This design comes from an exercise in tuning for small area, a short achievable clock period and few clock cycles on the open sky130 flow, not from production work.
Function was checked by simulation only, so behaviour that the tests miss may differ from the original.
Power figures rest on the tool's default switching activity, not on a simulated workload.

## maple
==> flow/design.v (excerpt) <==
module nmea_gga_sentence_parser (
	input wire logic clk,
	input wire logic arst_n,
	input wire logic char_valid,
	output logic char_stall,
	input wire logic [7:0] char_byte,
	input wire logic char_last,
	output logic res_valid,
	input wire logic res_stall,
	output logic [2:0] res_status,
	output logic [6:0] res_hours,
	output logic [6:0] res_mins,
	output logic [6:0] res_secs,
	output logic [31:0] res_lat_e7,
	output logic [7:0] res_lat_hemi,
	output logic [31:0] res_lon_e7,
	output logic [7:0] res_lon_hemi
);
export LEC_CHECK = 0
export CAP_MARGIN = 20
export CORE_MARGIN = 2
export CORE_UTILIZATION = 40
export SLEW_MARGIN = 20
create_clock -name core_clock -period 11.0 [get_ports {clk}]
standard.sh (not shown) runs the stock make flow with config.mk's settings and CLKGATE_MAP_FILE= SYNTH_SCRIPT=/design/flow/synth_recipe.tcl, a recipe that flattens the netlist after the stock synthesis.
==> flow/flow/run.sh <==
#!/bin/bash
# The standard layout (the standard.sh: standard synthesis, floorplan, placement,
# CTS, routing) with two changes to how it is made: timing repair aims for more setup
# slack than the clock needs, and the port buffers are the small sky130 buffer.
set -e
bash standard.sh SETUP_SLACK_MARGIN=7 'BUFFER_PORTS_ARGS=-buffer_cell sky130_fd_sc_hd__buf_1' finish > standard.log 2>&1
Testbench counts of maple, summed over its fixed seeds: cycles 25,028.
For juniper, these inputs were changed with respect to maple:
--- a/flow/design.v
+++ b/flow/design.v
@@ -84,12 +84,14 @@
 	input wire logic clr,
 	input wire logic hi_n,
 	input wire logic [1:0] feed,
 	input wire logic [1:0] close,
 	input wire logic [7:0] c,
 	input wire logic dig,
+	input wire logic dot,
+	input wire logic zero,
 	output logic lon_wait_n,
 	output logic [1:0] hold_n,
 	output logic [1:0] rdy,
 	output logic [1:0] ov,
 	output logic [1:0] qv,
 	output logic [31:0] q0,
@@ -170,15 +172,15 @@
 						if (dig) begin
 							if (cn_q[k] >= 3'd5) begin
 								ov_n[k] = 1'b1;
 							end else begin
 								step = cn_q[k] >= 3'd2;
 								win_n[k] = {win_q[k][3:0], c[3:0]};
-								cn_n[k] = (cn_q[k] == 3'd0 && c[3:0] == 4'd0) ? 3'd0 : cn_q[k] + 3'd1;
+								cn_n[k] = (cn_q[k] == 3'd0 && zero) ? 3'd0 : cn_q[k] + 3'd1;
 							end
-						end else if (c == 8'h2e) begin
+						end else if (dot) begin
 							ph_n[k] = PH_FRAC;
 							cn_n[k] = 3'd0;
 						end else begin
 							ph_n[k] = PH_DONE;
 							cn_n[k] = 3'd0;
 						end
@@ -281,12 +283,14 @@
 );
 	logic iv_q;
 	logic [7:0] ib_q;
 	logic il_q;
 	logic idig_q;
 	logic icom_q;
+	logic idot_q;
+	logic izero_q;
 	logic init_q;
 	logic clr_q;
 	logic done_q;
 	logic [7:0] cnt_q, cnt_n;
 	logic long_q, long_n;
 	logic prefix_q, prefix_n;
@@ -480,12 +484,14 @@
 	always_ff @(posedge clk) begin
 		if (!char_stall) begin
 			ib_q <= char_byte;
 			il_q <= char_last;
 			idig_q <= ngga_pkg::is_digit(char_byte);
 			icom_q <= (char_byte == 8'h2c);
+			idot_q <= (char_byte == 8'h2e);
+			izero_q <= (char_byte[3:0] == 4'd0);
 		end
 		if (init_q) begin
 			cnt_q <= '0;
 			long_q <= 1'b0;
 			prefix_q <= 1'b1;
 			comma_q <= '0;
@@ -530,12 +536,14 @@
 		.clr(clr_q),
 		.hi_n(hi_n),
 		.feed(feed),
 		.close(close),
 		.c(ib_q),
 		.dig(idig_q),
+		.dot(idot_q),
+		.zero(izero_q),
 		.lon_wait_n(lon_wait_n),
 		.hold_n(hold_n),
 		.rdy(rdy),
 		.ov(ov),
 		.qv(qv),
 		.q0(q0),
Results
Lower multi-input logic area among maple and juniper: juniper. juniper against maple: fraction of the mapped netlist area in compound gates closely matched the old numbers, clock network contribution to total cell area rose by 0.48 points. maple has a higher post-layout minimum cycle time than juniper. maple ended up with ib_q[2] as its beginning of the critical path; juniper ended up with tidx_q[0]. Against maple as the reference, juniper delivers a higher average size of a mapped cell. On utilization after layout, the higher figure sits with maple, not juniper. Compared with maple, largest net degree at the start of global routing in juniper decreased by more than 10%. juniper against maple: via count now smaller, leakage power of the design comparable, non-clock buffer count now smaller. [juniper] depth of the critical timing path with buffers and inverters included rose 2 relative to maple. juniper vs. maple: count of flip-flops and latches went up by 0.93%.
Testbench counts of juniper, summed over its fixed seeds: cycles 25,028.

-- separate check: timing with driven ports --
In the flow no input, the clock included, has a driving cell. The finished layouts below were timed again as built, in two steps.
Step 1, drivers: a clkbuf_16 drives clk and a buf_2 each remaining input, both assumed.
Step 2 moves the port delays by t, midway between the first and last clock arrival at a register: inputs arrive t later, outputs are due t later. That takes back most of the time a late clock gives input paths.
a / b / c = ideal ports / drivers / drivers and shift; a / b = the first two.
run | t, ns | setup slack, ns | worst data-port slew with drivers (ns)
maple | 0.571 | 6.791 / 6.791 / 6.791 | 0.03
juniper | 0.585 | 7.026 / 7.013 / 7.026 | 0.03
After both steps every run listed still meets setup and hold.
